Context: an optimization exercise on an open-source flow, tuned for small area. The choices shown serve that exercise and are no tape-out recipe. Only simulation tests tie the RTL to the original design; equivalence was not proved. No activity file was given, so power comes from the tool's default toggle rates.

==> flow/design.v (excerpt) <==
module ntp_auth
(
  input  logic           i_clk,
  input  logic           i_areset,
  input  logic           i_rx_reset,
  input  logic           i_rx_valid,
  input  logic [63:0]    i_rx_data,
  input  logic           i_auth_start,
  input  logic           i_keymem_ready,
  input  logic           i_keymem_key_valid,
  input  logic [2:0]     i_keymem_key_word,
  input  logic [31:0]    i_keymem_key_data,
  output logic [1:0]     o_rx_ip_ver,
  output logic [383:0]   o_rx_header,
  output logic [31:0]    o_rx_keyid,
  output logic [159:0]   o_rx_digest,
  output logic           o_rx_complete,
  output logic           o_ready,
  output logic           o_key_ok,
  output logic [159:0]   o_key,
  output logic           o_keymem_get,
  output logic [31:0]    o_keymem_keyid
);
Size in the first run: roughly 1000 cells after synthesis.
Settings: LEC_CHECK=0, CAP_MARGIN=20, CORE_MARGIN=2, CORE_UTILIZATION=40, PLACE_DENSITY=0.85, SLEW_MARGIN=20; clock period 5.0 ns.
standard.sh (not shown) runs the stock make flow with config.mk's settings and CLKGATE_MAP_FILE= SYNTH_SCRIPT=/design/flow/synth_recipe.tcl, a recipe that flattens the netlist after the stock synthesis.
==> flow/flow/run.sh <==
#!/bin/bash
# The standard layout (standard.sh, unchanged synthesis), with two changes
# to how the layout is made:
#  - the port buffers that global placement inserts are buf_1 cells
#  - the clock tree uses clkbuf_8 cells in clusters of up to 17 sinks within
#    60 um, without dummy loads
# make's output goes to standard_flow.log; each ORFS step keeps its own log
# under orfs/logs/.
bash standard.sh "BUFFER_PORTS_ARGS=-buffer_cell sky130_fd_sc_hd__buf_1" \
  "CTS_ARGS=-sink_clustering_enable -repair_clock_nets -dont_use_dummy_load -buf_list sky130_fd_sc_hd__clkbuf_4 -sink_clustering_size 10 -sink_clustering_max_diameter 45" \
  finish > standard_flow.log 2>&1
The first run went through all stages and came out clean.
Edit:
--- a/flow/flow/run.sh
+++ b/flow/flow/run.sh
@@ -8,4 +8,4 @@
 # under orfs/logs/.
 bash standard.sh "BUFFER_PORTS_ARGS=-buffer_cell sky130_fd_sc_hd__buf_1" \
-  "CTS_ARGS=-sink_clustering_enable -repair_clock_nets -dont_use_dummy_load -buf_list sky130_fd_sc_hd__clkbuf_4 -sink_clustering_size 10 -sink_clustering_max_diameter 45" \
+  "CTS_ARGS=-sink_clustering_enable -repair_clock_nets -dont_use_dummy_load -buf_list sky130_fd_sc_hd__clkbuf_8 -sink_clustering_size 17 -sink_clustering_max_diameter 60" \
   finish > standard_flow.log 2>&1
What happened: Cell area stays flat. Synthesized cell count stays the same. Final cell count went down slightly. Power went up slightly. Sequential share of layout area is about the same.
Edit:
==> flow/flow/run.sh (replaced) <==
#!/bin/bash
bash standard.sh "BUFFER_PORTS_ARGS=-buffer_cell sky130_fd_sc_hd__buf_1" \
  "CTS_ARGS=-sink_clustering_enable -repair_clock_nets -dont_use_dummy_load -buf_list {sky130_fd_sc_hd__clkbuf_4 sky130_fd_sc_hd__clkbuf_8} -sink_clustering_buffer sky130_fd_sc_hd__clkbuf_8 -sink_clustering_size 17 -sink_clustering_max_diameter 60" \
  finish > standard_flow.log 2>&1
Result: Non-clock buffer count stays the same. Setup slack does not change. Hold slack stays the same. Routed wire length is unchanged.
Edit:
==> flow/flow/run.sh (replaced) <==
#!/bin/bash
# The standard layout (standard.sh, unchanged synthesis), with two changes
# to how the layout is made:
#  - the port buffers that global placement inserts are buf_1 cells
#  - the clock tree uses clkbuf_8 cells in clusters of up to 17 sinks within
#    60 um, without dummy loads
# make's output goes to standard_flow.log; each ORFS step keeps its own log
# under orfs/logs/.
bash standard.sh "BUFFER_PORTS_ARGS=-buffer_cell sky130_fd_sc_hd__buf_1" \
  "CTS_ARGS=-sink_clustering_enable -repair_clock_nets -dont_use_dummy_load -buf_list sky130_fd_sc_hd__clkbuf_4 -sink_clustering_size 10 -sink_clustering_max_diameter 60" \
  finish > standard_flow.log 2>&1
What happened: The changed run finished clean. Count of clock-buffer cells in the layout grows by 35. First-iteration DRC count shrinks by 7.6%. Power shrinks by 1.1%. Hold slack got worse by 0.17 ns. Design area barely changes. Wire length grows by 0.50%.

ntp_auth, a different RTL version from the one above (not shown whole).
Size: ~1200 cells after synthesis, roughly 780 flip-flops.
Settings: LEC_CHECK=0, ABC_AREA=1, CAP_MARGIN=20, CORE_MARGIN=2, CORE_UTILIZATION=60, PLACE_DENSITY=0.7, SLEW_MARGIN=20; clock period 5.0 ns.
==> flow/flow/run.sh <==
#!/bin/bash
bash standard.sh "BUFFER_PORTS_ARGS=-buffer_cell sky130_fd_sc_hd__buf_1" \
  "CTS_ARGS=-sink_clustering_enable -repair_clock_nets -dont_use_dummy_load -buf_list sky130_fd_sc_hd__clkbuf_8 -sink_clustering_size 14 -sink_clustering_max_diameter 60" \
  finish > standard_flow.log 2>&1
The baseline did not get past I/O pin placement on PPL-0024.
Edit:
==> flow/flow/run.sh (replaced) <==
#!/bin/bash
# The standard layout (standard.sh, unchanged synthesis), with two changes
# to how the layout is made:
#  - the port buffers that global placement inserts are buf_1 cells
#  - the clock tree uses clkbuf_8 cells in clusters of up to 14 sinks within
#    60 um, without dummy loads
# make's output goes to standard_flow.log; each ORFS step keeps its own log
# under orfs/logs/.
bash standard.sh "BUFFER_PORTS_ARGS=-buffer_cell sky130_fd_sc_hd__buf_1" \
  "CTS_ARGS=-sink_clustering_enable -repair_clock_nets -dont_use_dummy_load -buf_list sky130_fd_sc_hd__clkbuf_8 -sink_clustering_size 14 -sink_clustering_max_diameter 60" \
  finish > standard_flow.log 2>&1
CORE_UTILIZATION = 40   (was 60)
PLACE_DENSITY = default   (was 0.7)
After rerunning: This time the run passed the timing, design-rule and antenna checks; synthesized cell count does not change; area after synthesis does not change.
Edit:
==> flow/run.sh (new file) <==
#!/bin/bash
# synth_recipe.tcl (not shown) runs the flow's synth.tcl, then flattens the netlist and writes it again
# the make line also repeats each setting of config.mk as NAME=value (left out here)
make -C /OpenROAD-flow-scripts/flow DESIGN_CONFIG=/design/flow/config.mk WORK_HOME=/design/flow/orfs CLKGATE_MAP_FILE= SYNTH_SCRIPT=/design/flow/synth_recipe.tcl finish
ABC_AREA = default   (was 1)
removed: flow/flow/run.sh
removed: flow/standard.sh
Effect:
- The changed run ran to the end with no violations
- setup slack is better by 8.5 ps
- clock skew falls by 54 ps
- global-route usage grows by 0.88 points
- clock-buffer cell count is higher by 32
- total power climbs by 28%
- via count shrinks by 3.0%
- cell count fell by 1.3%
- fmax stays flat
- synthesized area barely changes

ntp_auth with an RTL version that a note above also has.
Size in the first run: about 1000 cells after synthesis.
==> flow/config.mk <==
export PLATFORM = sky130hd
export DESIGN_NAME = ntp_auth
export DESIGN_NICKNAME = ntp_auth
export VERILOG_FILES = /design/flow/design.v
export SDC_FILE = /design/flow/constraint.sdc
export NUM_CORES = 4
export LEC_CHECK = 0
export CAP_MARGIN = 20
export CORE_MARGIN = 2
export CORE_UTILIZATION = 40
export PLACE_DENSITY = 0.95
export SLEW_MARGIN = 20
==> flow/constraint.sdc <==
create_clock -name core_clock -period 5.0 [get_ports {i_clk}]
set_input_delay 1.0000 -clock core_clock [delete_from_list [all_inputs] [get_ports {i_clk}]]
set_output_delay 1.0000 -clock core_clock [all_outputs]
set_load 0.01 [all_outputs]
==> flow/flow/run.sh <==
#!/bin/bash
# The standard layout (standard.sh, unchanged synthesis), with two changes
# to how the layout is made:
#  - the port buffers that global placement inserts are buf_1 cells
#  - the clock tree uses clkbuf_8 cells in clusters of up to 17 sinks within
#    60 um, without dummy loads
# make's output goes to standard_flow.log; each ORFS step keeps its own log
# under orfs/logs/.
bash standard.sh "BUFFER_PORTS_ARGS=-buffer_cell sky130_fd_sc_hd__buf_1" \
  "CTS_ARGS=-sink_clustering_enable -repair_clock_nets -dont_use_dummy_load -buf_list sky130_fd_sc_hd__clkbuf_4 -sink_clustering_size 11 -sink_clustering_max_diameter 45" \
  finish > standard_flow.log 2>&1
Edit:
--- a/flow/flow/run.sh
+++ b/flow/flow/run.sh
@@ -9,3 +9,3 @@
 bash standard.sh "BUFFER_PORTS_ARGS=-buffer_cell sky130_fd_sc_hd__buf_1" \
-  "CTS_ARGS=-sink_clustering_enable -repair_clock_nets -dont_use_dummy_load -buf_list sky130_fd_sc_hd__clkbuf_4 -sink_clustering_size 11 -sink_clustering_max_diameter 45" \
+  "CTS_ARGS=-sink_clustering_enable -repair_clock_nets -dont_use_dummy_load -buf_list sky130_fd_sc_hd__clkbuf_8 -sink_clustering_size 17 -sink_clustering_max_diameter 75" \
   finish > standard_flow.log 2>&1
- PLACE_DENSITY: 0.95 -> 0.85
Outcome: Global-route usage rose by 0.34 points; sequential share of layout area fell by 0.10 points; cell area stays flat; worst setup slack gets better by 0.13 ns; die area stays the same; maximum frequency rose by 4.3%; utilization stays flat; total power rose by 0.78%.
Edit:
==> flow/flow/run.sh (replaced) <==
#!/bin/bash
bash standard.sh "BUFFER_PORTS_ARGS=-buffer_cell sky130_fd_sc_hd__buf_1" \
  "CTS_ARGS=-sink_clustering_enable -repair_clock_nets -dont_use_dummy_load -buf_list sky130_fd_sc_hd__clkbuf_8 -sink_clustering_size 17 -sink_clustering_max_diameter 60" \
  finish > standard_flow.log 2>&1
=>
- final area stays flat
- clock power barely changes
- clock-buffer cell count climbs by 1
- worst hold slack gets worse by 0.0036 ns
- cell count is about the same
- global-route usage stays flat
- critical path depth is unchanged
- die area is unchanged
Edit:
==> flow/flow/run.sh (replaced) <==
#!/bin/bash
bash standard.sh "BUFFER_PORTS_ARGS=-buffer_cell sky130_fd_sc_hd__buf_1" \
  "CTS_ARGS=-sink_clustering_enable -repair_clock_nets -dont_use_dummy_load -buf_list sky130_fd_sc_hd__clkbuf_8 -sink_clustering_size 14 -sink_clustering_max_diameter 60" \
  finish > standard_flow.log 2>&1
Result:
- The new run produced a clean layout
- wire length went up by about 0.6%
- via count went up by about 1.1%
- global-route usage increases by 0.17 points
- fmax shrinks by 2.6%
- final area is higher by about 0.6%
- first-iteration DRC count is higher by about 11%
- sequential power is about the same
- register-to-register slack gets worse by 0.08 ns
- setup slack gets worse by 0.081 ns
- non-clock buffer count stays the same
- area after synthesis is unchanged

Setup of run 1:
ntp_auth with an RTL version that a note above also has.
For scale: roughly 1200 cells after synthesis, about 780 flip-flops, ~25000 sq um of cells after synthesis.
==> flow/config.mk <==
export PLATFORM = sky130hd
export DESIGN_NAME = ntp_auth
export DESIGN_NICKNAME = ntp_auth
export VERILOG_FILES = /design/flow/design.v
export SDC_FILE = /design/flow/constraint.sdc
export NUM_CORES = 4
export LEC_CHECK = 0
export ABC_AREA = 1
export CAP_MARGIN = 20
export CORE_MARGIN = 2
export CORE_UTILIZATION = 40
export SLEW_MARGIN = 20
==> flow/constraint.sdc <==
create_clock -name core_clock -period 5.0 [get_ports {i_clk}]
set_input_delay 1.0000 -clock core_clock [delete_from_list [all_inputs] [get_ports {i_clk}]]
set_output_delay 1.0000 -clock core_clock [all_outputs]
set_load 0.01 [all_outputs]
==> flow/flow/run.sh <==
#!/bin/bash
bash standard.sh "BUFFER_PORTS_ARGS=-buffer_cell sky130_fd_sc_hd__buf_1" \
  "CTS_ARGS=-sink_clustering_enable -repair_clock_nets -dont_use_dummy_load -buf_list sky130_fd_sc_hd__clkbuf_16 -sink_clustering_size 24 -sink_clustering_max_diameter 70" \
  finish > standard_flow.log 2>&1
--- input diff run 1..run 2 ---
==> flow/flow/run.sh <==
#!/bin/bash
bash standard.sh "BUFFER_PORTS_ARGS=-buffer_cell sky130_fd_sc_hd__buf_1" \
  "CTS_ARGS=-sink_clustering_enable -repair_clock_nets -dont_use_dummy_load -buf_list sky130_fd_sc_hd__clkbuf_8 -sink_clustering_size 18 -sink_clustering_max_diameter 45" \
  finish > standard_flow.log 2>&1
Findings:
- Compared with run 1, in run 2 non-clock buffer instance count of the final layout did not really move; relative area change from synthesis to final layout rose 0.36 points.
- Run 2 falls short of run 1 in routed wire length.
- Run 2 vs run 1, type of the most critical hold path: flop to flop vs primary input to async pin
Modified inputs, run 3 compared to run 2
# run 2
export LEC_CHECK = 0
export ABC_AREA = 1
export CAP_MARGIN = 20
export CORE_MARGIN = 2
export CORE_UTILIZATION = 40
export SLEW_MARGIN = 20
create_clock -name core_clock -period 5.0 [get_ports {i_clk}]
# run 3
export LEC_CHECK = 0
export CAP_MARGIN = 20
export CORE_MARGIN = 2
export CORE_UTILIZATION = 40
export SLEW_MARGIN = 20
create_clock -name core_clock -period 5.0 [get_ports {i_clk}]
==> flow/flow/run.sh <==
#!/bin/bash
# Standard layout, with plain buf_1 cells as the port buffers.
bash standard.sh "BUFFER_PORTS_ARGS=-buffer_cell sky130_fd_sc_hd__buf_1" finish > standard_flow.log 2>&1
==> comparison <==
- Run 3 vs run 2 on switching power total: run 3 is the higher one.
- Comparing run 3 with run 2, the y dimension of the die came out essentially unchanged.
- [run 3 vs run 2] via count: lower in run 3
- On combinational share of power, the higher figure sits with run 2, not run 3.
- Per the comparison of run 3 with run 2, count of fill cells added during filler insertion decreased by 163 relative to the old numbers, proportion of cell area occupied by multi-input gates moved up, data required time at the worst endpoint decreased by 1.29 ns relative to the old numbers, number of non-clock buffers in the layout was more or less identical.
- Comparing critical path depth for run 3 and run 2, the smaller number came from run 3.
- Comparing run 3 and run 2, the higher final critical-path share of the clock period is on run 2.
- Global-route usage in run 3 is 1.2 points lower than in run 2
The inputs of run 4 differ from those of run 3 as listed below.
# run 3
export LEC_CHECK = 0
export CAP_MARGIN = 20
export CORE_MARGIN = 2
export CORE_UTILIZATION = 40
export SLEW_MARGIN = 20
create_clock -name core_clock -period 5.0 [get_ports {i_clk}]
# run 4
export LEC_CHECK = 0
export ABC_AREA = 1
export CAP_MARGIN = 20
export CORE_MARGIN = 2
export CORE_UTILIZATION = 40
export SLEW_MARGIN = 20
create_clock -name core_clock -period 5.0 [get_ports {i_clk}]
==> flow/flow/run.sh <==
#!/bin/bash
bash standard.sh "BUFFER_PORTS_ARGS=-buffer_cell sky130_fd_sc_hd__buf_1" \
  "CTS_ARGS=-sink_clustering_enable -repair_clock_nets -dont_use_dummy_load -buf_list sky130_fd_sc_hd__clkbuf_8 -sink_clustering_size 14 -sink_clustering_max_diameter 60" \
  finish > standard_flow.log 2>&1
Findings:
Sort run 4 and run 3 by fraction of the mapped netlist area in simple logic gates, descending, and run 4 comes first.
Run 4 vs run 3, instance count: run 4 higher
Diff run 4..run 3 | number of sinks driven by the clock tree | unchanged
Changes observed in run 4 relative to run 3: area share of buffers outside the clock network moved up, area of the mapped netlist level.
Run 4 vs. run 3: per-instance average area after synthesis went down by 2.0 sq um.
Total power: run 4 below run 3
Looking at proportion of cell area occupied by registers, run 4 sits 3.7 points above run 3.
The higher utilization of run 4 and run 3 is in run 3.
Compared with run 3, run 4 shows a higher total routed wirelength.
Compound-cell area share of the yosys netlist delta (run 4 -> run 3): insignificant
The following lists how run 5 was set up differently from run 4:
# run 4
export LEC_CHECK = 0
export ABC_AREA = 1
export CAP_MARGIN = 20
export CORE_MARGIN = 2
export CORE_UTILIZATION = 40
export SLEW_MARGIN = 20
create_clock -name core_clock -period 5.0 [get_ports {i_clk}]
# run 5
export LEC_CHECK = 0
export ABC_AREA = 1
export CAP_MARGIN = 20
export CORE_MARGIN = 2
export CORE_UTILIZATION = 60
export PLACE_DENSITY = 0.7
export SLEW_MARGIN = 20
create_clock -name core_clock -period 5.0 [get_ports {i_clk}]
==> flow/flow/run.sh <==
#!/bin/bash
bash standard.sh "BUFFER_PORTS_ARGS=-buffer_cell sky130_fd_sc_hd__buf_1" \
  "CTS_ARGS=-sink_clustering_enable -repair_clock_nets -dont_use_dummy_load -buf_list sky130_fd_sc_hd__clkbuf_8 -sink_clustering_size 20 -sink_clustering_max_diameter 50" \
  finish > standard_flow.log 2>&1
## What came out
Run 5: aborted in 3_2_place_iop (tool error)
From run 4 to run 5 the numbers moved as follows: horizontal extent of the die decreased by 46 um relative to the old numbers; area share of and/or/nand/nor cells after synthesis has remained practically unchanged; fraction of the yosys area taken by sequential cells level.
Against run 4, run 5 comes in 18% lower on die span in y.
## Diff of input files: run 6 against run 5
# run 5
export LEC_CHECK = 0
export ABC_AREA = 1
export CAP_MARGIN = 20
export CORE_MARGIN = 2
export CORE_UTILIZATION = 60
export PLACE_DENSITY = 0.7
export SLEW_MARGIN = 20
create_clock -name core_clock -period 5.0 [get_ports {i_clk}]
# run 6
export LEC_CHECK = 0
export CAP_MARGIN = 20
export CORE_MARGIN = 2
export CORE_UTILIZATION = 40
export SLEW_MARGIN = 20
create_clock -name core_clock -period 5.0 [get_ports {i_clk}]
==> flow/flow/run.sh <==
#!/bin/bash
# Standard layout, with plain buf_1 cells as the port buffers and a clock
# tree of clkbuf_8 cells without dummy loads.
bash standard.sh "BUFFER_PORTS_ARGS=-buffer_cell sky130_fd_sc_hd__buf_1" \
  "CTS_ARGS=-sink_clustering_enable -repair_clock_nets -dont_use_dummy_load -buf_list sky130_fd_sc_hd__clkbuf_8" \
  finish > standard_flow.log 2>&1
Notes after the runs:
Run 6 reached the end of the flow, and the finished layout is clean on the timing, design-rule and antenna checks. Count of unique library cells instantiated by Yosys up about 60% in run 6 wrt run 5. Per the comparison of run 6 with run 5, net count after synthesis decreased by 106 relative to the old numbers, effective utilization at floorplan decreased by 20 points relative to the old numbers, synthesized cell count decreased by about 9% relative to the old numbers, area fraction in compound gates after synthesis closely matched the old numbers, row count increased by 23% relative to the old numbers.

[afterwards: timing with drivers on the ports]
No port has a modelled driver above. Below, the same layouts with a new extraction and two added sets of constraints.
Step 1: set_driving_cell puts a clkbuf_16 on i_clk and a buf_2 on each other input, an assumption about the parent block.
Step 2 adds t to the input delays and takes it off the output delays; t is the mean of the earliest and latest rising clock arrival at the registers after step 1. Input paths then give back, and output paths get back, about the clock's delay inside the block.
Three values: ideal ports, drivers, drivers and shift; two values: the first two.
| run | t, ns | slack for setup (ns) | worst setup path after step 2 | slew at the worst register clock pin (ns) | worst slew at a driven data input, ns |
|---|---|---|---|---|---|
| the first run of note 1 | 0.889 | 1.876 / 1.810 / 1.602 | input to register | 0.12 / 0.12 | 0.19 |
| the second run of note 1 | 0.712 | 1.917 / 1.917 / 1.600 | input to register | 0.11 / 0.11 | 0.19 |
| the third run of note 1 | 0.712 | 1.917 / 1.917 / 1.600 | input to register | 0.11 / 0.11 | 0.19 |
| the fourth run of note 1 | 0.883 | 1.852 / 1.790 / 1.581 | input to register | 0.12 / 0.12 | 0.17 |
| the second run of note 2 | 0.691 | 1.538 / 1.538 / 1.448 | input to register | 0.10 / 0.10 | 0.15 |
| the third run of note 2 | 0.663 | 1.547 / 1.482 / 1.316 | input to register | 0.06 / 0.06 | 0.10 |
| the first run of note 3 | 0.873 | 1.812 / 1.753 / 1.839 | input to register | 0.12 / 0.12 | 0.17 |
| the second run of note 3 | 0.710 | 1.943 / 1.943 / 1.620 | input to register | 0.11 / 0.11 | 0.20 |
| the third run of note 3 | 0.712 | 1.917 / 1.917 / 1.600 | input to register | 0.11 / 0.11 | 0.19 |
| the fourth run of note 3 | 0.677 | 1.836 / 1.836 / 1.573 | input to register | 0.10 / 0.10 | 0.18 |
| run 1 | 0.631 | 1.534 / 1.534 / 1.463 | input to register | 0.10 / 0.10 | 0.15 |
| run 2 | 0.713 | 1.548 / 1.548 / 1.434 | input to register | 0.11 / 0.11 | 0.13 |
| run 3 | 0.672 | 1.573 / 1.509 / 1.608 | input to register | 0.06 / 0.06 | 0.12 |
| run 4 | 0.691 | 1.538 / 1.538 / 1.448 | input to register | 0.10 / 0.10 | 0.15 |
| run 6 | 0.737 | 1.532 / 1.474 / 1.622 | input to register | 0.07 / 0.07 | 0.11 |
After both steps setup and hold are still met in every run listed. The setup slack of the second run of note 3, which loses most, moves by 0.000 ns with the drivers and by -0.323 ns with both steps.
